Background: an optimization exercise with open tools, aiming at small area, a short achievable clock period and few clock cycles. Do not read the settings as production practice. No run shown here included a check of the RTL's function; only the layout flow was run. Power and IR drop assume default switching activity.

### flow/run.sh
#!/bin/bash
# synth_recipe.tcl (not shown) runs the flow's synth.tcl, then flattens the netlist and writes it again
# the make line also repeats each setting of config.mk as NAME=value (left out here)
make -C /OpenROAD-flow-scripts/flow DESIGN_CONFIG=/design/flow/config.mk WORK_HOME=/design/flow/orfs CLKGATE_MAP_FILE= SYNTH_SCRIPT=/design/flow/synth_recipe.tcl finish
### flow/config.mk
export PLATFORM = sky130hd
export DESIGN_NAME = access_rights_table_unit
export DESIGN_NICKNAME = access_rights_table_unit
export VERILOG_FILES = /design/flow/design.v
export SDC_FILE = /design/flow/constraint.sdc
export NUM_CORES = 4
export LEC_CHECK = 0
export CAP_MARGIN = 20
export CORE_MARGIN = 2
export CORE_UTILIZATION = 40
export PLACE_DENSITY = 0.6
export SETUP_SLACK_MARGIN = 3.5
export SLEW_MARGIN = 20
### flow/constraint.sdc
create_clock -name core_clock -period 8.0 [get_ports {clk_i}]
set_input_delay 1.6000 -clock core_clock [delete_from_list [all_inputs] [get_ports {clk_i}]]
set_output_delay 1.6000 -clock core_clock [all_outputs]
set_load 0.01 [all_outputs]
### flow/design.v
package art_pkg;
  localparam int unsigned ENTRIES_DEF      = 64;
  localparam int unsigned MAX_SUBJECTS_DEF = 16;
  localparam int unsigned MAX_OBJECTS_DEF  = 16;
  localparam int unsigned CFG_W = 5;
  localparam int unsigned LIST_MAX = 16;
  localparam logic [2:0] MODE_ADD  = 3'd0;
  localparam logic [2:0] MODE_REM  = 3'd1;
  localparam logic [2:0] MODE_NEW  = 3'd2;
  localparam logic [2:0] MODE_DEL  = 3'd3;
  localparam logic [2:0] MODE_OCC  = 3'd4;
  localparam logic [2:0] MODE_LIST = 3'd5;
  localparam logic [1:0] ST_DONE = 2'd0;
  localparam logic [1:0] ST_NEW  = 2'd1;
  localparam logic [1:0] ST_NONE = 2'd2;
  localparam logic [1:0] ST_FULL = 2'd3;
  localparam logic CFG_INIT_SUBJ = 1'b0;
  localparam logic CFG_OBJ_CNT   = 1'b1;
  localparam logic [1:0] RIGHTS_RW = 2'b11;
  typedef struct packed {
    logic start;     
    logic scan;      
    logic append;    
    logic finish;    
    logic emit;      
  } art_cmd_t;
  typedef struct packed {
    logic scan_done;   
    logic list_left;   
  } art_sts_t;
endpackage
module access_rights_table_unit
#(
  parameter int unsigned ENTRIES      = art_pkg::ENTRIES_DEF,
  parameter int unsigned MAX_SUBJECTS = art_pkg::MAX_SUBJECTS_DEF,
  parameter int unsigned MAX_OBJECTS  = art_pkg::MAX_OBJECTS_DEF
) (
  input  logic             clk_i,
  input  logic             rst_ni,
  input  logic             cfg_we_i,
  input  logic             cfg_idx_i,
  input  logic [art_pkg::CFG_W-1:0] cfg_data_i,
  input  logic             s_axis_tvalid,
  output logic             s_axis_tready,
  input  logic [15:0]      s_axis_tdata,   
  output logic             m_axis_tvalid,
  input  logic             m_axis_tready,
  output logic [31:0]      m_axis_tdata,   
  output logic             m_axis_tlast
);
  localparam int N = 64;
  logic        sv_q, v1_q, v2_q;
  logic [12:0] sc_q, c1_q, c2_q;     
  logic        push, pop, adv, ld1;
  logic [12:0] n1;
  assign s_axis_tready = !sv_q;
  assign push = s_axis_tvalid && !sv_q;
  assign adv  = v1_q && (!v2_q || pop);
  assign ld1  = !v1_q || adv;
  assign n1   = sv_q ? sc_q : s_axis_tdata[12:0];
  logic [3:0] cs, co;
  logic [1:0] cm;
  assign cs = c2_q[6:3];
  assign co = c2_q[10:7];
  assign cm = c2_q[12:11];
  logic m_add, m_rem, m_new, m_del, m_occ, m_list;    
  logic sub_ok_q;                    
  logic [3:0] subj_q [0:N-1];
  logic [3:0] obj_q  [0:N-1];
  logic [1:0] rts_q  [0:N-1];
  logic [N-1:0] seq_q, oeq_q;        
  logic [6:0] count_q;
  logic [15:0] pres_q;               
  logic [15:0] gone_q;
  logic [15:0] allow_q;              
  logic [4:0] added_q, init_q, objs_q;
  logic       dany_q;                
  logic [6:0] ptr_q;                 
  logic        o0v_q, o0l_q, o1v_q, o1l_q;
  logic [27:0] o0d_q, o1d_q;
  logic step;
  assign step = v2_q && !o1v_q;
  logic [N-1:0] valid;
  always_comb
    for (int i = 0; i < N; i++) valid[i] = (rts_q[i] != 2'b00);
  logic [N-1:0] sh;
  logic [7:0]   gall, gpre;
  always_comb begin
    for (int g = 0; g < 8; g++) gall[g] = &valid[8*g +: 8];
    gpre[0] = 1'b1;
    for (int g = 1; g < 8; g++) gpre[g] = gpre[g-1] & gall[g-1];
    for (int i = 0; i < N; i++) begin
      sh[i] = gpre[i / 8];
      for (int j = 8 * (i / 8); j < i; j++) sh[i] = sh[i] & valid[j];
    end
  end
  logic tfull_tab, shift;
  assign tfull_tab = count_q[6];
  assign shift = step && m_add && sub_ok_q && (cm != 2'b00) && !tfull_tab;
  logic [3:0] subj_d [0:N-1];
  logic [3:0] obj_d  [0:N-1];
  always_comb
    for (int i = 0; i < N; i++) begin
      subj_d[i] = subj_q[i];
      obj_d[i]  = obj_q[i];
      if (shift && sh[i]) begin
        subj_d[i] = (i == 0) ? cs : subj_q[(i == 0) ? 0 : i-1];
        obj_d[i]  = (i == 0) ? co : obj_q[(i == 0) ? 0 : i-1];
      end
    end
  always_ff @(posedge clk_i)
    for (int i = 0; i < N; i++) begin
      subj_q[i] <= subj_d[i];
      obj_q[i]  <= obj_d[i];
    end
  logic [N-1:0] seq_d, oeq_d;
  always_comb
    for (int i = 0; i < N; i++) begin
      seq_d[i] = (subj_d[i] == c1_q[6:3]);
      oeq_d[i] = (obj_d[i] == c1_q[10:7]);
    end
  logic [N-1:0] p;
  always_comb
    for (int i = 0; i < N; i++)
      p[i] = valid[i] && (m_list || seq_q[i]) && (!(m_add || m_rem || m_list) || oeq_q[i]) &&
             (!m_list || ptr_q[6] || (6'(i) < ptr_q[5:0]));
  logic       t_any [0:6][0:N-1];
  logic       t_mul [0:6][0:N-1];
  logic [5:0] t_idx [0:6][0:N-1];
  logic [3:0] t_sub [0:6][0:N-1];
  always_comb begin
    for (int l = 0; l < 7; l++)
      for (int i = 0; i < N; i++) begin
        t_any[l][i] = 1'b0; t_mul[l][i] = 1'b0; t_idx[l][i] = '0; t_sub[l][i] = '0;
      end
    for (int i = 0; i < N; i++) begin
      t_any[0][i] = p[i];
      t_sub[0][i] = subj_q[i];
    end
    for (int l = 0; l < 6; l++)
      for (int i = 0; i < (N >> (l + 1)); i++) begin
        t_any[l+1][i] = t_any[l][2*i] | t_any[l][2*i+1];
        t_mul[l+1][i] = t_mul[l][2*i] | t_mul[l][2*i+1] | (t_any[l][2*i] & t_any[l][2*i+1]);
        t_sub[l+1][i] = t_any[l][2*i+1] ? t_sub[l][2*i+1] : t_sub[l][2*i];
        t_idx[l+1][i] = t_any[l][2*i+1] ? (t_idx[l][2*i+1] | 6'(1 << l)) : t_idx[l][2*i];
      end
  end
  logic       any_p, multi;
  logic [5:0] hidx;
  logic [3:0] hsubj;
  assign any_p = t_any[6][0];
  assign multi = t_mul[6][0];
  assign hidx  = t_idx[6][0];
  assign hsubj = t_sub[6][0];
  logic remz, others;
  always_comb begin
    remz = 1'b0;
    others = 1'b0;
    for (int i = 0; i < N; i++) begin
      remz = remz | (p[i] && ((rts_q[i] & ~cm) == 2'b00));
      others = others | (valid[i] && seq_q[i] && !oeq_q[i]);
    end
  end
  logic [5:0] tot_raw;
  logic       tfull;
  logic [4:0] total;
  assign tot_raw = {1'b0, init_q} + {1'b0, added_q};
  assign tfull = (tot_raw >= 6'd16);
  assign total = tfull ? 5'd16 : tot_raw[4:0];
  logic ins;
  assign ins = shift && !any_p;
  logic emit, done, last;
  always_comb begin
    emit = 1'b1; done = 1'b1; last = 1'b1;
    if (m_del && multi) begin emit = 1'b0; done = 1'b0; end
    if (m_list && multi) begin done = 1'b0; last = 1'b0; end
  end
  assign pop = step && done;
  logic [4:0] rows;
  logic [8:0] cells;
  logic [4:0] objc;
  always_comb begin
    rows = 5'd0;
    for (int k = 0; k < 16; k++) if (pres_q[k]) rows = 5'(k + 1);
  end
  assign objc = (objs_q > 5'd16) ? 5'd16 : objs_q;
  assign cells = 9'(rows * objc);
  logic [1:0] st;
  logic [4:0] so;
  always_comb begin
    st = art_pkg::ST_NONE;
    so = '0;
    if (m_add) begin
      if (any_p) st = art_pkg::ST_DONE;
      else if (sub_ok_q) begin
        if (cm == 2'b00) st = art_pkg::ST_DONE;
        else if (tfull_tab) st = art_pkg::ST_FULL;
        else st = art_pkg::ST_NEW;
      end
    end
    if (m_rem && any_p) st = art_pkg::ST_DONE;
    if (m_new) begin
      if (tfull) begin st = art_pkg::ST_FULL; so = 5'd16; end
      else begin st = art_pkg::ST_DONE; so = total + 5'd1; end
    end
    if (m_del && (any_p || dany_q)) st = art_pkg::ST_DONE;
    if (m_occ) st = art_pkg::ST_DONE;
    if (m_list && any_p) begin st = art_pkg::ST_DONE; so = {1'b0, hsubj}; end
  end
  logic [27:0] res;
  assign res = {m_occ ? count_q : 7'd0,
                m_occ ? cells : 9'd0,
                m_occ ? rows : 5'd0,
                so, st};
  logic [1:0] rorm, randm;
  assign rorm  = m_add ? cm : 2'b00;
  assign randm = m_rem ? ~cm : (m_add ? 2'b11 : 2'b00);
  always_ff @(posedge clk_i or negedge rst_ni) begin
    if (!rst_ni) begin
      for (int i = 0; i < N; i++) rts_q[i] <= 2'b00;
    end else begin
      for (int i = 0; i < N; i++) begin
        if (shift && sh[i]) begin
          if (i == 0) rts_q[i] <= any_p ? 2'b00 : cm;
          else rts_q[i] <= rts_q[(i == 0) ? 0 : i-1] | (p[(i == 0) ? 0 : i-1] ? cm : 2'b00);
        end else if (step && (((m_add || m_rem) && p[i]) || (m_del && p[i] && hidx == 6'(i))))
          rts_q[i] <= (rts_q[i] | rorm) & randm;
      end
    end
  end
  logic [4:0]  init_d, added_d;
  logic [15:0] gone_d, allow_d, pres_d;
  logic [5:0]  tot_d;
  always_comb begin
    init_d = (cfg_we_i && cfg_idx_i == art_pkg::CFG_INIT_SUBJ) ? cfg_data_i : init_q;
    added_d = (step && m_new && !tfull) ? added_q + 5'd1 : added_q;
    gone_d = gone_q;
    if (step && m_del && !multi && (any_p || dany_q)) gone_d[cs] = 1'b1;
    tot_d = {1'b0, init_d} + {1'b0, added_d};
    for (int k = 0; k < 16; k++) allow_d[k] = (6'(k) < tot_d) && !gone_d[k];
    pres_d = pres_q;
    if (shift) pres_d[cs] = 1'b1;
    if (step && m_rem && any_p && remz && !others) pres_d[cs] = 1'b0;
    if (step && m_del && !multi) pres_d[cs] = 1'b0;
  end
  always_ff @(posedge clk_i) begin
    if (!o0v_q || m_axis_tready) begin
      o0d_q <= o1v_q ? o1d_q : res;
      o0l_q <= o1v_q ? o1l_q : last;
    end
    if (!o1v_q) begin
      o1d_q <= res;
      o1l_q <= last;
    end
    if (!sv_q) sc_q <= s_axis_tdata[12:0];
    if (adv) begin
      seq_q <= seq_d;
      oeq_q <= oeq_d;
    end
  end
  always_ff @(posedge clk_i or negedge rst_ni) begin
    if (!rst_ni) begin
      sv_q <= 1'b0; v1_q <= 1'b0; v2_q <= 1'b0; c1_q <= '0; c2_q <= '0;
      m_add <= 1'b0; m_rem <= 1'b0; m_new <= 1'b0; m_del <= 1'b0; m_occ <= 1'b0; m_list <= 1'b0;
      sub_ok_q <= 1'b0;
      count_q <= '0; pres_q <= '0; gone_q <= '0; added_q <= '0;
      init_q <= 5'd2; objs_q <= 5'd2; allow_q <= 16'h0003;
      ptr_q <= 7'd64; dany_q <= 1'b0;
      o0v_q <= 1'b0; o1v_q <= 1'b0;
    end else begin
      if (cfg_we_i && cfg_idx_i == art_pkg::CFG_OBJ_CNT) objs_q <= cfg_data_i;
      init_q <= init_d;
      added_q <= added_d;
      gone_q <= gone_d;
      allow_q <= allow_d;
      pres_q <= pres_d;
      if (!sv_q) sv_q <= push && v1_q && !adv;
      else if (ld1) sv_q <= 1'b0;
      if (ld1) begin
        v1_q <= sv_q || push;
        c1_q <= n1;
      end
      if (adv) begin
        c2_q <= c1_q;
        m_add  <= (c1_q[2:0] == art_pkg::MODE_ADD);
        m_rem  <= (c1_q[2:0] == art_pkg::MODE_REM);
        m_new  <= (c1_q[2:0] == art_pkg::MODE_NEW);
        m_del  <= (c1_q[2:0] == art_pkg::MODE_DEL);
        m_occ  <= (c1_q[2:0] == art_pkg::MODE_OCC);
        m_list <= (c1_q[2:0] == art_pkg::MODE_LIST);
        sub_ok_q <= allow_d[c1_q[6:3]];
      end
      if (pop || adv) v2_q <= adv;
      if (step) begin
        ptr_q <= done ? 7'd64 : {1'b0, hidx};
        dany_q <= done ? 1'b0 : (dany_q || (m_del && any_p));
      end
      if (ins) count_q <= count_q + 7'd1;
      else if (step && ((m_rem && any_p && remz) || (m_del && any_p)))
        count_q <= count_q - 7'd1;
      if (!o0v_q || m_axis_tready) begin
        o0v_q <= o1v_q || (step && emit);
        o1v_q <= 1'b0;
      end else if (step && emit) o1v_q <= 1'b1;
    end
  end
  assign m_axis_tvalid = o0v_q;
  assign m_axis_tdata  = {4'b0, o0d_q};
  assign m_axis_tlast  = o0l_q;
endmodule
==> out/results.tsv, run 1 <==
stage	metric	value	unit
cells_and_area	fraction of final layout cells sized beyond drive strength 1	0.2243	
worst_setup_path	cells along the critical path	buf_12 -> buf_16 -> nor4b_4 -> buf_6 -> nand3_1 -> and2_2 -> nor4_4 -> nand4_1 -> or4_4 -> nor2_4 -> inv_4 -> fa_1 -> a21o_1 -> a21oi_2 -> nor2b_1 -> o21a_1 -> nor3_2 -> xnor2_1	
yosys	synthesized instance count	5679	
floorplan	total die area	0.1299	sq mm
grt	global routing usage summed across all routing layers	0.2937	
grt	number of antenna violations at the first check in global routing	8	
clock_network	clock buffers created by TritonCTS	102	
pwr	part of the total power dissipated in sequential elements	0.393	
sta	crit share post-route	0.5897	
worst_setup_path	minimum setup slack among reg-to-reg paths	3.28	ns
sta	transition time at the pin with the least slew margin	1.218	ns
placed_design	final HPWL from detailed placement	144200	microns
routing	number of iterations in the first detailed-routing pass	9	
clock_network	clock root buffer	sky130_fd_sc_hd__clkbuf_16	
routing	DR DRC count	0	
worst_setup_path	Setup CP Type	flop to flop	
pwr	PnR Total Power	14.64	mW
sta	minimum clock period	4.718	ns
placed_design	final RePlAce weighted congestion	1.054	
clock_network	maximum root-to-sink buffer count	3	
sta	worst clock skew	0.04257	ns
cells_and_area	Core Util, Final	0.4909	
routing	1st-iter DRT viols	6170	
yosys	top cell types by occurrence after synthesis	sky130_fd_sc_hd__nand2_1, sky130_fd_sc_hd__dfxtp_1, sky130_fd_sc_hd__nor2_1, sky130_fd_sc_hd__xor2_1, sky130_fd_sc_hd__mux2_2	
floorplan	die outline width	360.4	microns
worst_setup_path	Reg2Reg Depth	18	
sta	unrepaired setup endpoints after global routing	true	
routing	routed vias/inst	6.132	
yosys	flip-flop and latch count after synthesis	936	
grt	pin count of the biggest net entering global routing	71	
routing	number of antenna-violating nets in the routed design	0	
pwr	leakage power	25.47	nW
worst_setup_path	worst endpoint data arrival time	5.34	ns
floorplan	area of the core	0.1259	sq mm
sta	Rel. slew slack	0.1806	
pwr	Sw Ratio	0.3441	
yosys	leading register cell type out of synthesis	sky130_fd_sc_hd__dfxtp_1	
min_path	worst min path class	flop to flop	
sta	number of endpoints failing setup at the final stage	0	
clock_network	depth of the CTS H-tree	3	
cells_and_area	combined area of the multi-input logic cells	0.03011	sq mm
pwr	total power divided by cell area	236.9	mW/mm^2
sta	final hold vios	0	
placed_design	Post-Place Cells	7201	
cells_and_area	number of filler instances in the final layout	11810	
worst_setup_path	maximum fanout encountered on the critical timing path	9	
worst_setup_path	required time worst endpoint	8.63	ns
grt	total congestion overflow	0	
sta	worst hold slack across all endpoints	0.4508	ns
routing	overall via count from detail_route	46860	
pwr	cell internal pwr	9.604	mW
routing	routed length per instance	26.30	microns
min_path	hold path cells	1	
grt	wire length of the first global-routing pass	291100	microns
yosys	yosys synthesis warning count	10	
floorplan	chip height	360.4	microns
floorplan	I/O pin total	62	
cells_and_area	area added between synthesis and finish	21.61	%
placed_design	Port Buffer Count	54	
clock_network	clock transition at the registers of the reported paths	0.07	ns
yosys	distinct cell type count of the synthesized netlist	117	
clock_network	Worst-Skew Late Latency	0.72	ns
yosys	largest area contributor in the synthesized netlist	sky130_fd_sc_hd__dfxtp_1	
pwr	Max rail drop VDD	0.0001697	V
worst_setup_path	Crit Reg-Reg Startpoint	m_list	
yosys	biggest area contributors in the synthesized netlist	sky130_fd_sc_hd__dfxtp_1, sky130_fd_sc_hd__dfrtp_1, sky130_fd_sc_hd__edfxtp_1	
yosys	Async S/R FF share, synth	0.2404	
yosys	Synth Area per Inst	8.949	sq um
worst_setup_path	reg2reg end	count_q[6]	
clock_network	clock tree from TritonCTS	yes	
yosys	dominant cell by count in the synthesized netlist	sky130_fd_sc_hd__nand2_1	
sta	maximum clock rate	212.0	MHz
min_path	startpoint of the lowest-slack hold path	gone_q[4]	
worst_setup_path	Crit path largest cell delay	0.64	ns
pwr	P_sw	5.038	mW
run_status	run status	timing/DRC/antenna clean	
worst_setup_path	kind of end point of the critical path	flop	
pwr	clock network power share	0.333	
pwr	combinational share of power	0.275	
floorplan	Core Rows	130	
worst_setup_path	sort of element at the start of the critical path	flop	
sta	max-slew violations	0	
routing	total wire length after detailed routing	201000	microns
worst_setup_path	critical-path cell with the highest stage delay	sky130_fd_sc_hd__or4_4	
yosys	post-synthesis cell area	0.05082	sq mm
min_path	endpoint with the worst hold slack	gone_q[4]	
grt	vias in the first global route	43740	
yosys	portion of the post-synthesis area used by sequential elements	0.4219	
sta	final total negative setup slack	0	ns
clock_network	# clock sinks	936	
job	number of max-capacitance violations reported	0	
yosys	number of enable-type register cells in the synthesized netlist	157	
cells_and_area	antenna diode instance count	0	
floorplan	starting density of the core	0.4037	
cells_and_area	layout net count	5978	
clock_network	CTS Hold Buffers Added	0	
cells_and_area	Final Instance Count excl. Fillers	7642	
cells_and_area	area used by sequential logic in the layout	0.02149	sq mm
yosys	fraction of synthesized cell area taken by the top area cell type	0.2182	
kinds of logic after synthesis:
group           synth area share
buf+inv                  0.03523
compound gates            0.1646
xor+xnor                 0.08910
flops                     0.4219
other cells           0.00007379
fa+ha+maj                0.01364
mux                      0.08073
simple gates              0.1948
how the worst max path moves through the flow:
stage / startpoint / to / slack, ns / cells past startpoint
3_5_place_dp: m_list / sub_ok_q / 1.70 / 14
5_1_grt: pres_q[1] / o0d_q[20] / 3.16 / 24
4_1_cts: ptr_q[2] / count_q[6] / 3.32 / 19
2_1_floorplan: pres_q[0] / o0d_q[20] / 3.53 / 23
3_3_place_gp: m_list / rts_q[37][0] / 1.72 / 12
6_report: m_list / count_q[6] / 3.28 / 18
layer usage:
metal | routed length (microns) | up-vias | GRT usage
li1 | - | 20870 | -
met2 | 85220 | 2588 | 0.4422
met4 | 11410 | 12 | 0.1376
met1 | 83730 | 22760 | 0.4031
met5 | 80 | - | 0
met3 | 20530 | 632 | 0.05977
repair_timing:
item                       4_1_cts  5_1_grt
gates resized for setup        340      252
setup buffers                  109      127
setup endpoints to repair      651      291
pin swaps                       81      143
gates cloned                     3        8
hold endpoints to repair         0        0
power by group through the flow:
stage               clock network, mW  logic, mW  registers, mW
global placement                    0       3.18           5.82
global route                     5.12       4.28           5.77
CTS                              4.93       3.60           5.72
floorplan                           0       2.22           5.52
finish                           4.87       4.02           5.75
detailed placement                  0       3.20           5.82
cell usage in the layout (no fill, tap or decap), drive strengths merged, types with 23 or more instances in the layout:
master / netlist / final
nand2: 1099 / 1099
xor2: 328 / 328
and2: 41 / 41
nand3: 50 / 51
a311oi: 25 / 25
a21oi: 220 / 220
o221ai: 24 / 24
nor4: 179 / 179
nor3: 116 / 116
dfxtp: 554 / 554
a21o: 37 / 37
nor3b: 60 / 60
clkinv: 3 / 30
buf: 97 / 393
ha: 37 / 37
o22a: 29 / 29
or3: 34 / 34
a22oi: 86 / 86
edfxtp: 157 / 157
o22ai: 78 / 78
or2: 23 / 23
mux2i: 45 / 45
nand2b: 23 / 23
o31ai: 32 / 32
a211oi: 62 / 62
a221oi: 71 / 71
nor2: 404 / 404
dfrtp: 222 / 222
mux2: 324 / 324
inv: 101 / 107
nor2b: 31 / 31
a31oi: 48 / 48
xnor2: 189 / 189
clkdlybuf4s50: 0 / 53
o211ai: 42 / 42
clkbuf: 242 / 158
o21ai: 267 / 267
a22o: 23 / 23
cell type report:
cell class              count  share of cell area
well taps                1650             0.03340
repair buffers            454             0.06942
clock inverters            43            0.007045
inverters                 104            0.006741
clock buffers             150             0.04838
multi-input cells        4304              0.4872
repair inverters            1           0.0001417
flip-flops and latches    936              0.3477
flip-flops by register name, summed over array words and instances (netlist names), 5 cells and up:
register / flops
obj_q: 256
subj_q: 256
rts_q: 128
oeq_q: 64
seq_q: 64
o0d_q: 28
o1d_q: 28
gone_q: 16
pres_q: 16
c1_q: 13
sc_q: 13
c2_q: 10
count_q: 7
ptr_q: 7
added_q: 5
init_q: 5
objs_q: 5
critical path: cells and delay by family (launching register included):
family	cells	cell delay, ns
AOI/OAI and AO/OA	3	0.54
adders and majority gates	1	0.40
and+or+nand+nor	9	2.47
buffers and inverters	4	0.59
DFF	1	0.48
xor gates and xnor gates	1	0.13
metrics by stage:
| step | instance area, sq um | setup slack, ns |
|---|---|---|
| after floorplan | 50850 | 3.534 |
| after global placement | 53440 | 1.721 |
| after detailed placement | 53440 | 1.702 |
| after CTS | 59340 | 3.320 |
| after global routing | 61800 | 3.164 |
| final | 61800 | 3.282 |
==> run 2, diff against run 1 <==
--- a/flow/config.mk
+++ b/flow/config.mk
@@ -10,4 +10,4 @@
 export CORE_UTILIZATION = 40
 export PLACE_DENSITY = 0.6
-export SETUP_SLACK_MARGIN = 3.5
+export SETUP_SLACK_MARGIN = 3.0
 export SLEW_MARGIN = 20
==> run 2 against run 1 <==
Against the previous run:
- still clean on timing, DRC and antenna
- count of clock-buffer cells in the layout grew 1
- sequential share of layout area grew 1.8 points
- final cell count decreased by 1.9%
- wire length decreased by 1.3%
- first-iteration DRC count is 16% lower
- core utilization shrank 2.4 points
- sequential power about the same
- combinational power fell by 12%
- power is 3.5% lower
- synthesized cell count is the same
- non-clock buffer count decreased by 145
- die area unchanged
==> out/results.tsv, run 2 <==
stage	metric	value	unit	change
clock_network	clock buffers created by TritonCTS	101		was 102
clock_network	Worst-Skew Late Latency	0.71	ns	was 0.72 ns
cells_and_area	leading cell types in the layout, fill and taps excluded	sky130_fd_sc_hd__nand2_1, sky130_fd_sc_hd__dfxtp_1, sky130_fd_sc_hd__nor2_1, sky130_fd_sc_hd__xor2_1, sky130_fd_sc_hd__mux2_2		was sky130_fd_sc_hd__nand2_1, sky130_fd_sc_hd__dfxtp_1, sky130_fd_sc_hd__nor2_1, sky130_fd_sc_hd__buf_4, sky130_fd_sc_hd__xor2_1
yosys	flip-flop and latch count after synthesis	936		unchanged
worst_setup_path	Reg2Reg Depth	14		was 18
floorplan	I/O pin total	62		unchanged
floorplan	Core Rows	130		unchanged
floorplan	area of the core	0.1259	sq mm	unchanged
worst_setup_path	CP Buf/Inv Count	2		was 4
routing	DR DRC count	0		unchanged
clock_network	depth of the CTS H-tree	3		unchanged
routing	number of iterations in the first detailed-routing pass	8		was 9
worst_setup_path	minimum setup slack among reg-to-reg paths	2.96	ns	was 3.28 ns
cells_and_area	most common library cell in the layout ignoring fill and taps	sky130_fd_sc_hd__nand2_1		unchanged
worst_setup_path	Worst path top cell family by delay	compound AO/OA/AOI/OAI gates		was simple AND/OR/NAND/NOR gates
cells_and_area	registers with the most flip-flops	obj_q (256), subj_q (256), rts_q (128)		unchanged
clock_network	clock root buffer	sky130_fd_sc_hd__clkbuf_16		unchanged
floorplan	chip height	360.4	microns	unchanged
floorplan	starting density of the core	0.4037		unchanged
yosys	top cell types by occurrence after synthesis	sky130_fd_sc_hd__nand2_1, sky130_fd_sc_hd__dfxtp_1, sky130_fd_sc_hd__nor2_1, sky130_fd_sc_hd__xor2_1, sky130_fd_sc_hd__mux2_2		unchanged
run_status	run status	timing/DRC/antenna clean		unchanged
yosys	Synth Area per Inst	8.949	sq um	unchanged
cells_and_area	area added between synthesis and finish	15.63	%	was 21.61%
grt	global routing usage summed across all routing layers	0.2958		was 0.2937
pwr	Max rail drop VDD	0.0001778	V	was 0.0001697 V
sta	transition time at the pin with the least slew margin	1.213	ns	was 1.218 ns
sta	maximum clock rate	198.2	MHz	was 212.0 MHz
sta	final setup margin	2.955	ns	was 3.282 ns
clock_network	clock tree from TritonCTS	yes		unchanged
placed_design	pre-CTS setup slack	1.412	ns	was 1.702 ns
sta	minimum clock period	5.045	ns	was 4.718 ns
grt	total congestion overflow	0		unchanged
cells_and_area	Final Instance Count excl. Fillers	7497		was 7,642
grt	pin count of the biggest net entering global routing	142		was 71
sta	worst clock skew	0.04536	ns	was 0.04257 ns
worst_setup_path	timing startpoint of the critical path	m_list		unchanged
grt	wire length of the first global-routing pass	291000	microns	was 291,100 microns
pwr	part of the total power dissipated in sequential elements	0.407		was 0.393
floorplan	total die area	0.1299	sq mm	unchanged
sta	final total negative setup slack	0	ns	unchanged
pwr	leakage power	24.12	nW	was 25.47 nW
cells_and_area	fraction of final layout cells sized beyond drive strength 1	0.1756		was 0.2243
sta	max-slew violations	0		unchanged
yosys	dominant cell by count in the synthesized netlist	sky130_fd_sc_hd__nand2_1		unchanged
worst_setup_path	Setup CP Type	flop to flop		unchanged
cells_and_area	layout net count	5831		was 5,978
worst_setup_path	cells along the critical path	buf_4 -> or3b_4 -> o211ai_1 -> o21ai_1 -> nor4_4 -> buf_4 -> o2111ai_1 -> a31oi_2 -> o21ai_1 -> o21a_2 -> nor2_2 -> a21oi_1 -> o31ai_1 -> mux2_2		was buf_12 -> buf_16 -> nor4b_4 -> buf_6 -> nand3_1 -> and2_2 -> nor4_4 -> nand4_1 -> or4_4 -> nor2_4 -> inv_4 -> fa_1 -> a21o_1 -> a21oi_2 -> nor2b_1 -> o21a_1 -> nor3_2 -> xnor2_1
grt	number of antenna violations at the first check in global routing	7		was 8
pwr	Sw Ratio	0.3409		was 0.3441
worst_setup_path	kind of end point of the critical path	flop		unchanged
yosys	post-synthesis cell area	0.05082	sq mm	unchanged
min_path	startpoint of the lowest-slack hold path	gone_q[3]		was gone_q[4]
pwr	total power divided by cell area	240.4	mW/mm^2	was 236.9 mW/mm^2
sta	crit share post-route	0.6306		was 0.5897
worst_setup_path	maximum fanout encountered on the critical timing path	10		was 9
pwr	P_sw	4.816	mW	was 5.038 mW
pwr	cell internal pwr	9.312	mW	was 9.604 mW
clock_network	maximum root-to-sink buffer count	3		unchanged
placed_design	final RePlAce weighted congestion	1.063		was 1.054
clock_network	clock transition at the registers of the reported paths	0.06	ns	was 0.07 ns
yosys	synthesized instance count	5679		unchanged
sta	unrepaired setup endpoints after global routing	true		unchanged
floorplan	die outline width	360.4	microns	unchanged
routing	total wire length after detailed routing	198300	microns	was 201,000 microns
yosys	yosys synthesis warning count	10		unchanged
worst_setup_path	critical-path cell with the highest stage delay	sky130_fd_sc_hd__dfrtp_4		was sky130_fd_sc_hd__or4_4
job	number of max-capacitance violations reported	0		unchanged
routing	number of antenna-violating nets in the routed design	0		unchanged
routing	overall via count from detail_route	45780		was 46,860
yosys	largest area contributor in the synthesized netlist	sky130_fd_sc_hd__dfxtp_1		unchanged
worst_setup_path	worst endpoint data arrival time	5.63	ns	was 5.34 ns
worst_setup_path	Crit Reg-Reg Startpoint	m_list		unchanged
yosys	Async S/R FF share, synth	0.2404		unchanged
yosys	portion of the post-synthesis area used by sequential elements	0.4219		unchanged
yosys	leading register cell type out of synthesis	sky130_fd_sc_hd__dfxtp_1		unchanged
min_path	hold path cells	2		was 1
yosys	distinct cell type count of the synthesized netlist	117		unchanged
worst_setup_path	Crit path largest cell delay	0.54	ns	was 0.64 ns
grt	vias in the first global route	43410		was 43,740
sta	final hold vios	0		unchanged
sta	number of endpoints failing setup at the final stage	0		unchanged
yosys	number of enable-type register cells in the synthesized netlist	157		unchanged
clock_network	# clock sinks	936		unchanged
pwr	clock network power share	0.343		was 0.333
yosys	fraction of synthesized cell area taken by the top area cell type	0.2182		unchanged
worst_setup_path	required time worst endpoint	8.58	ns	was 8.63 ns
placed_design	final HPWL from detailed placement	145600	microns	was 144,200 microns
min_path	endpoint with the worst hold slack	gone_q[3]		was gone_q[4]
sta	Rel. slew slack	0.1916		was 0.1806
pwr	combinational share of power	0.250		was 0.275
yosys	biggest area contributors in the synthesized netlist	sky130_fd_sc_hd__dfxtp_1, sky130_fd_sc_hd__dfrtp_1, sky130_fd_sc_hd__edfxtp_1		unchanged
routing	routed length per instance	26.46	microns	was 26.30 microns
routing	routed vias/inst	6.106		was 6.132
worst_setup_path	reg2reg end	rts_q[37][1]		was count_q[6]
min_path	worst min path class	flop to flop		unchanged
worst_setup_path	sort of element at the start of the critical path	flop		unchanged
routing	1st-iter DRT viols	5213		was 6,170
placed_design	Post-Place Cells	7196		was 7,201
placed_design	Port Buffer Count	54		unchanged
run 2: cell counts after synthesis:
Identical to the previous run, type by type.
run 2: layer usage:
layer  global-route usage  wire, microns
met1               0.4026          83810
met2               0.4535          85920
met3              0.06161          18530
met4               0.1270          10010
met5                    0             62
run 2: repair_timing:
item | in CTS | in global routing
endpoints found under the setup margin | 580 | 284
gates resized for setup | 140 | 109
cloned | 2 | 1
pin swaps | 23 | 26
setup buffers | 61 | 42
hold buffers | 0 | 0
run 2: power groups by stage:
stage	registers, mW	clock network, mW	logic [mW]
after CTS	5.73	4.92	3.35
final	5.75	4.84	3.54
after floorplan	5.52	0	2.22
after detailed placement	5.86	0	3.15
after global placement	5.86	0	3.12
after global routing	5.77	5.12	3.79
run 2: per-stage QoR:
| step | hold WS (ns) | instance area (sq um) | util | total power, mW |
|---|---|---|---|---|
| floorplan | 0.4140 | 50840 | - | 7.738 |
| global placement | 0.4301 | 53390 | 0.4241 | 8.976 |
| detailed placement | 0.4360 | 53410 | 0.4243 | 9.009 |
| CTS | 0.4500 | 57910 | 0.4600 | 14.00 |
| global route | 0.4629 | 58760 | 0.4667 | 14.69 |
| finish | 0.4518 | 58770 | 0.4668 | 14.13 |
run 2: final cells by class:
type / count / area, sq um
diodes: 3 / 7.507
clock buffers: 151 / 2959
clock inverters: 40 / 459.2
fillers: 12020 / 67130
inverters: 104 / 402.9
multi-input cells: 4303 / 28680
flip-flops and latches: 936 / 21490
well taps: 1650 / 2064
repair buffers: 309 / 2704
repair inverters: 1 / 5.005
run 2: worst max path at each step:
stage | end | slack [ns] | cells past startpoint
3_5_place_dp | rts_q[42][0] | 1.41 | 15
6_report | rts_q[37][1] | 2.96 | 14
2_1_floorplan | sub_ok_q | 3.43 | 22
5_1_grt | c1_q[8] | 2.87 | 17
4_1_cts | c1_q[0] | 2.88 | 17
3_3_place_gp | rts_q[42][1] | 1.45 | 15
run 2: logic make-up (layout without fill, tap and decap cells):
logic type / after synthesis / in the layout / synth area share
other cells: 1 / 7 / 0.00007379
simple gates: 2145 / 2145 / 0.1948
compound gates: 1219 / 1219 / 0.1646
mux: 369 / 369 / 0.08073
flops: 936 / 936 / 0.4219
xor+xnor: 517 / 517 / 0.08910
fa+ha+maj: 49 / 49 / 0.01364
buf+inv: 443 / 605 / 0.03523
run 2: tightest hold or removal path, cell delays in order (launching register included):
cell,delay (ns)
sky130_fd_sc_hd__dfrtp_1,0.32
sky130_fd_sc_hd__a31oi_1,0.05
sky130_fd_sc_hd__inv_1,0.05
==> run 3, diff against run 2 <==
--- a/flow/design.v
+++ b/flow/design.v
@@ -69,5 +69,6 @@
   logic [3:0] obj_q  [0:N-1];
   logic [1:0] rts_q  [0:N-1];
-  logic [N-1:0] seq_q, oeq_q;        
+  logic [N-1:0] mt_q;                
+  logic [N-1:0] ot_q;                
   logic [6:0] count_q;
   logic [15:0] pres_q;               
@@ -114,15 +115,18 @@
       obj_q[i]  <= obj_d[i];
     end
-  logic [N-1:0] seq_d, oeq_d;
+  logic u1_s, u1_o;
+  assign u1_s = (c1_q[2:0] != art_pkg::MODE_LIST);
+  assign u1_o = (c1_q[2:0] == art_pkg::MODE_ADD) || (c1_q[2:0] == art_pkg::MODE_REM) ||
+                (c1_q[2:0] == art_pkg::MODE_LIST);
+  logic [N-1:0] mt_d, ot_d;
   always_comb
     for (int i = 0; i < N; i++) begin
-      seq_d[i] = (subj_d[i] == c1_q[6:3]);
-      oeq_d[i] = (obj_d[i] == c1_q[10:7]);
+      mt_d[i] = (!u1_s || subj_d[i] == c1_q[6:3]) && (!u1_o || obj_d[i] == c1_q[10:7]);
+      ot_d[i] = (subj_d[i] == c1_q[6:3]) && (obj_d[i] != c1_q[10:7]);
     end
   logic [N-1:0] p;
   always_comb
     for (int i = 0; i < N; i++)
-      p[i] = valid[i] && (m_list || seq_q[i]) && (!(m_add || m_rem || m_list) || oeq_q[i]) &&
-             (!m_list || ptr_q[6] || (6'(i) < ptr_q[5:0]));
+      p[i] = valid[i] && mt_q[i] && (ptr_q[6] || (6'(i) < ptr_q[5:0]));
   logic       t_any [0:6][0:N-1];
   logic       t_mul [0:6][0:N-1];
@@ -159,5 +163,5 @@
     for (int i = 0; i < N; i++) begin
       remz = remz | (p[i] && ((rts_q[i] & ~cm) == 2'b00));
-      others = others | (valid[i] && seq_q[i] && !oeq_q[i]);
+      others = others | (valid[i] && ot_q[i]);
     end
   end
@@ -170,4 +174,7 @@
   logic ins;
   assign ins = shift && !any_p;
+  logic [6:0] cnt_inc, cnt_dec;
+  assign cnt_inc = count_q + 7'd1;
+  assign cnt_dec = count_q - 7'd1;
   logic emit, done, last;
   always_comb begin
@@ -255,6 +262,6 @@
     if (!sv_q) sc_q <= s_axis_tdata[12:0];
     if (adv) begin
-      seq_q <= seq_d;
-      oeq_q <= oeq_d;
+      mt_q <= mt_d;
+      ot_q <= ot_d;
     end
   end
@@ -296,7 +303,6 @@
         dany_q <= done ? 1'b0 : (dany_q || (m_del && any_p));
       end
-      if (ins) count_q <= count_q + 7'd1;
-      else if (step && ((m_rem && any_p && remz) || (m_del && any_p)))
-        count_q <= count_q - 7'd1;
+      if (ins) count_q <= cnt_inc;
+      else if (step && ((m_rem && any_p && remz) || (m_del && any_p))) count_q <= cnt_dec;
       if (!o0v_q || m_axis_tready) begin
         o0v_q <= o1v_q || (step && emit);
--- a/flow/config.mk
+++ b/flow/config.mk
@@ -10,4 +10,4 @@
 export CORE_UTILIZATION = 40
 export PLACE_DENSITY = 0.6
-export SETUP_SLACK_MARGIN = 3.0
+export SETUP_SLACK_MARGIN = 3.5
 export SLEW_MARGIN = 20
==> run 3 against run 2 <==
Against the previous run:
- wire length increased by 2.9%
- die area grew 2.3%
- critical path type unchanged
- final cell count rose by 5.6%
- global-route usage is 0.084 points higher
- sequential share of layout area decreased by 2.0 points
- fmax rose by 8.5%
- combinational power up 7.9%
- first-iteration DRC count increased by 6.9%
- synthesized cell count is 4.5% higher
- hold slack better by 0.0030 ns
==> out/results.tsv, run 3 <==
stage	metric	value	unit	change
pwr	PnR Total Power	14.31	mW	was 14.13 mW
clock_network	maximum root-to-sink buffer count	3		unchanged
sta	number of endpoints failing setup at the final stage	0		unchanged
sta	max-slew violations	0		unchanged
job	number of max-capacitance violations reported	0		unchanged
sta	final total negative setup slack	0	ns	unchanged
yosys	Async S/R FF share, synth	0.2404		unchanged
cells_and_area	fin area	0.06222	sq mm	was 0.05877 sq mm
floorplan	chip height	364.6	microns	was 360.4 microns
pwr	total power divided by cell area	230.0	mW/mm^2	was 240.4 mW/mm^2
yosys	biggest area contributors in the synthesized netlist	sky130_fd_sc_hd__dfxtp_1, sky130_fd_sc_hd__dfrtp_1, sky130_fd_sc_hd__edfxtp_1		unchanged
yosys	synthesized instance count	5937		was 5,679
floorplan	total die area	0.1329	sq mm	was 0.1299 sq mm
placed_design	Post-Place Cells	7507		was 7,196
sta	worst clock skew	0.04370	ns	was 0.04536 ns
worst_setup_path	kind of end point of the critical path	flop		unchanged
worst_setup_path	critical-path cell with the highest stage delay	sky130_fd_sc_hd__or4_4		was sky130_fd_sc_hd__dfrtp_4
worst_setup_path	Worst path top cell family by delay	compound AO/OA/AOI/OAI gates		unchanged
yosys	leading register cell type out of synthesis	sky130_fd_sc_hd__dfxtp_1		unchanged
worst_setup_path	required time worst endpoint	8.63	ns	was 8.58 ns
placed_design	final RePlAce weighted congestion	1.071		was 1.063
worst_setup_path	CP Buf/Inv Count	5		was 2
yosys	largest area contributor in the synthesized netlist	sky130_fd_sc_hd__dfxtp_1		unchanged
placed_design	pre-CTS setup slack	1.847	ns	was 1.412 ns
worst_setup_path	maximum fanout encountered on the critical timing path	15		was 10
worst_setup_path	sort of element at the start of the critical path	flop		unchanged
yosys	dominant cell by count in the synthesized netlist	sky130_fd_sc_hd__nand2_1		unchanged
routing	number of antenna-violating nets in the routed design	0		unchanged
cells_and_area	Final Instance Count excl. Fillers	7919		was 7,497
grt	pin count of the biggest net entering global routing	88		was 142
sta	final setup margin	3.352	ns	was 2.955 ns
cells_and_area	most common library cell in the layout ignoring fill and taps	sky130_fd_sc_hd__nand2_1		unchanged
clock_network	clock root buffer	sky130_fd_sc_hd__clkbuf_16		unchanged
yosys	number of enable-type register cells in the synthesized netlist	157		unchanged
routing	routed length per instance	25.76	microns	was 26.46 microns
clock_network	depth of the CTS H-tree	3		unchanged
yosys	top cell types by occurrence after synthesis	sky130_fd_sc_hd__nand2_1, sky130_fd_sc_hd__dfxtp_1, sky130_fd_sc_hd__nor2_1, sky130_fd_sc_hd__xnor2_1, sky130_fd_sc_hd__o21ai_0		was sky130_fd_sc_hd__nand2_1, sky130_fd_sc_hd__dfxtp_1, sky130_fd_sc_hd__nor2_1, sky130_fd_sc_hd__xor2_1, sky130_fd_sc_hd__mux2_2
cells_and_area	fraction of final layout cells sized beyond drive strength 1	0.2041		was 0.1756
clock_network	CTS Hold Buffers Added	0		unchanged
sta	unrepaired setup endpoints after global routing	true		unchanged
clock_network	clock transition at the registers of the reported paths	0.07	ns	was 0.06 ns
sta	transition time at the pin with the least slew margin	1.325	ns	was 1.213 ns
yosys	post-synthesis cell area	0.05200	sq mm	was 0.05082 sq mm
yosys	Synth Area per Inst	8.759	sq um	was 8.949 sq um
grt	global routing usage summed across all routing layers	0.2966		was 0.2958
sta	maximum clock rate	215.2	MHz	was 198.2 MHz
worst_setup_path	Crit path largest cell delay	0.62	ns	was 0.54 ns
routing	routed vias/inst	6.061		was 6.106
yosys	portion of the post-synthesis area used by sequential elements	0.4123		was 0.4219
grt	wire length of the first global-routing pass	296500	microns	was 291,000 microns
floorplan	Core Rows	132		was 130
pwr	Max rail drop VDD	0.0001977	V	was 0.0001778 V
yosys	fraction of synthesized cell area taken by the top area cell type	0.2133		was 0.2182
grt	total congestion overflow	0		unchanged
yosys	flip-flop and latch count after synthesis	936		unchanged
placed_design	final HPWL from detailed placement	145200	microns	was 145,600 microns
pwr	leakage power	25.15	nW	was 24.12 nW
clock_network	clock buffers created by TritonCTS	104		was 101
cells_and_area	area added between synthesis and finish	19.65	%	was 15.63%
yosys	distinct cell type count of the synthesized netlist	117		unchanged
cells_and_area	registers with the most flip-flops	obj_q (256), subj_q (256), rts_q (128)		unchanged
clock_network	# clock sinks	936		unchanged
sta	minimum clock period	4.648	ns	was 5.045 ns
routing	DR DRC count	0		unchanged
yosys	yosys synthesis warning count	10		unchanged
sta	final hold vios	0		unchanged
routing	1st-iter DRT viols	5571		was 5,213
clock_network	clock tree from TritonCTS	yes		unchanged
grt	number of antenna violations at the first check in global routing	13		was 7
worst_setup_path	worst endpoint data arrival time	5.27	ns	was 5.63 ns
run_status	run status	timing/DRC/antenna clean		unchanged
floorplan	die outline width	364.6	microns	was 360.4 microns
placed_design	Port Buffer Count	54		unchanged
worst_setup_path	cells along the critical path	buf_6 -> nor3_4 -> buf_4 -> a21oi_1 -> o21a_1 -> or4_4 -> o41ai_4 -> a311oi_1 -> o31a_2 -> buf_6 -> nor3b_4 -> buf_6 -> buf_4 -> a31oi_4 -> o21ai_2 -> mux2_2		was buf_4 -> or3b_4 -> o211ai_1 -> o21ai_1 -> nor4_4 -> buf_4 -> o2111ai_1 -> a31oi_2 -> o21ai_1 -> o21a_2 -> nor2_2 -> a21oi_1 -> o31ai_1 -> mux2_2
worst_setup_path	Setup CP Type	flop to flop		unchanged
clock_network	Worst-Skew Late Latency	0.78	ns	was 0.71 ns
cells_and_area	layout net count	6159		was 5,831
placed_design	post-place instance area	0.05437	sq mm	was 0.05341 sq mm
sta	Rel. slew slack	0.1164		was 0.1916
sta	crit share post-route	0.5810		was 0.6306
grt	vias in the first global route	45340		was 43,410
routing	overall via count from detail_route	48000		was 45,780
cells_and_area	number of filler instances in the final layout	12260		was 12,020
floorplan	I/O pin total	62		unchanged
floorplan	starting density of the core	0.4021		was 0.4037
min_path	worst min path class	flop to flop		unchanged
routing	number of iterations in the first detailed-routing pass	7		was 8
worst_setup_path	Most Frequent Cell on Critical Path	sky130_fd_sc_hd__buf_6		
floorplan	area of the core	0.1293	sq mm	was 0.1259 sq mm
cells_and_area	leading cell types in the layout, fill and taps excluded	sky130_fd_sc_hd__nand2_1, sky130_fd_sc_hd__dfxtp_1, sky130_fd_sc_hd__nor2_1, sky130_fd_sc_hd__xnor2_1, sky130_fd_sc_hd__o21ai_0		was sky130_fd_sc_hd__nand2_1, sky130_fd_sc_hd__dfxtp_1, sky130_fd_sc_hd__nor2_1, sky130_fd_sc_hd__xor2_1, sky130_fd_sc_hd__mux2_2
routing	total wire length after detailed routing	204000	microns	was 198,300 microns
run 3: changes by cell type after synthesis, moves of 20 or more:
cell,before,now
sky130_fd_sc_hd__xor2_1,328,152
sky130_fd_sc_hd__nand3_1,48,69
sky130_fd_sc_hd__o22a_1,29,77
sky130_fd_sc_hd__nand2_1,1099,1190
sky130_fd_sc_hd__nor4_1,170,150
sky130_fd_sc_hd__xnor2_1,189,347
sky130_fd_sc_hd__mux2_2,322,302
sky130_fd_sc_hd__nor2b_1,31,84
sky130_fd_sc_hd__a21oi_1,218,258
sky130_fd_sc_hd__nor3b_1,59,6
sky130_fd_sc_hd__o21ai_0,244,323
run 3: area by class of cell:
cell class	count	area, sq um	share of cell area
multi-input combinational	4560	31030	0.4986
timing repair inverter	1	11.26	0.0001810
clock inverter	54	609.3	0.009793
clock buffer	142	2938	0.04721
sequential	936	21490	0.3453
antenna	3	7.507	0.0001206
inverter	97	405.4	0.006515
timing repair buffer	384	3560	0.05721
tap	1742	2180	0.03503
run 3: worst register-to-register path, stage by stage (launching register included):
cell                       delay (ns)
sky130_fd_sc_hd__dfrtp_1         0.48
sky130_fd_sc_hd__buf_6           0.24
sky130_fd_sc_hd__nor3_4          0.32
sky130_fd_sc_hd__buf_4           0.27
sky130_fd_sc_hd__a21oi_1         0.16
sky130_fd_sc_hd__o21a_1          0.28
sky130_fd_sc_hd__or4_4           0.62
sky130_fd_sc_hd__o41ai_4         0.33
sky130_fd_sc_hd__a311oi_1        0.13
sky130_fd_sc_hd__o31a_2          0.26
sky130_fd_sc_hd__buf_6           0.17
sky130_fd_sc_hd__nor3b_4         0.22
sky130_fd_sc_hd__buf_6           0.21
sky130_fd_sc_hd__buf_4           0.15
sky130_fd_sc_hd__a31oi_4         0.09
sky130_fd_sc_hd__o21ai_2         0.21
sky130_fd_sc_hd__mux2_2          0.35
run 3: where the power goes:
group          total, mW  internal (mW)  switching (mW)
sequential          5.44           5.16           0.276
clock               5.05           2.91            2.14
combinational       3.82           1.42            2.41
run 3: logic make-up after synthesis:
family	synth area share
AOI/OAI and AO/OA	0.1782
xor gates and xnor gates	0.08404
adders and majority gates	0.01335
buffers and inverters	0.03551
DFF	0.4123
muxes	0.07889
other	0.00007211
and+or+nand+nor	0.1977
run 3: final timing paths:
check / startpoint / endpoint / slack (ns) / cells after the start
min: o1d_q[7] / o1d_q[7] / 0.45 / 1
min in group asynchronous: rst_ni / pres_q[9] / 0.85 / 1
max in group asynchronous: rst_ni / ptr_q[2] / 5.81 / 2
max reg2reg: ptr_q[0] / rts_q[11][1] / 3.35 / 16
min reg2reg: o1d_q[7] / o1d_q[7] / 0.45 / 1
max: ptr_q[0] / rts_q[11][1] / 3.35 / 16
run 3: timing repair:
action | CTS | global route
cloned | 4 | 10
endpoints found under the hold margin | 0 | 0
buffers inserted | 116 | 82
resized for setup | 239 | 297
endpoints found under the setup margin | 546 | 335
pin swaps | 70 | 135
run 3: stage by stage:
step / utilization / hold slack [ns]
5_1_grt: 0.4811 / 0.4721
3_3_place_gp: 0.4204 / 0.4366
2_1_floorplan: - / 0.4225
3_5_place_dp: 0.4204 / 0.4446
6_report: 0.4812 / 0.4548
4_1_cts: 0.4635 / 0.4554
run 3: metal layers:
| metal | up-vias | part of all wire | track usage |
|---|---|---|---|
| met5 | - | 0.00038 | 0 |
| met3 | 684 | 0.097 | 0.07204 |
| met4 | 12 | 0.064 | 0.1608 |
| met1 | 23240 | 0.40 | 0.3813 |
| met2 | 2465 | 0.44 | 0.4582 |
| li1 | 21600 | - | - |

==> separate check: timing with driven ports <==
How much do the figures lean on ideal ports? The routed layouts below were timed once more, with nothing changed but the port constraints. Step 1, drivers: a clkbuf_16 drives clk_i and a buf_2 each remaining input, both assumed. Step 2 also shifts input and output timing later by t, the mid clock arrival at the registers, as if the neighbouring blocks saw the same clock. a / b / c = no drivers / after step 1 / after step 2; a / b = the first two.
| run | shift t [ns] | setup WS [ns] | worst hold slack (ns) | worst data-port slew with drivers (ns) | cell pins on the clock port's net |
|---|---|---|---|---|---|
| run 1 | 0.772 | 3.282 / 3.282 / 2.839 | 0.451 / 0.451 / 0.451 | 0.05 | 1 |
| run 2 | 0.764 | 2.955 / 2.955 / 2.915 | 0.452 / 0.452 / 0.452 | 0.05 | 1 |
| run 3 | 0.837 | 3.352 / 3.352 / 3.043 | 0.455 / 0.455 / 0.455 | 0.05 | 1 |
After both steps every run listed still meets setup and hold. The setup slack of run 1, which loses most, moves by 0.000 ns with the drivers and by -0.443 ns with both steps.
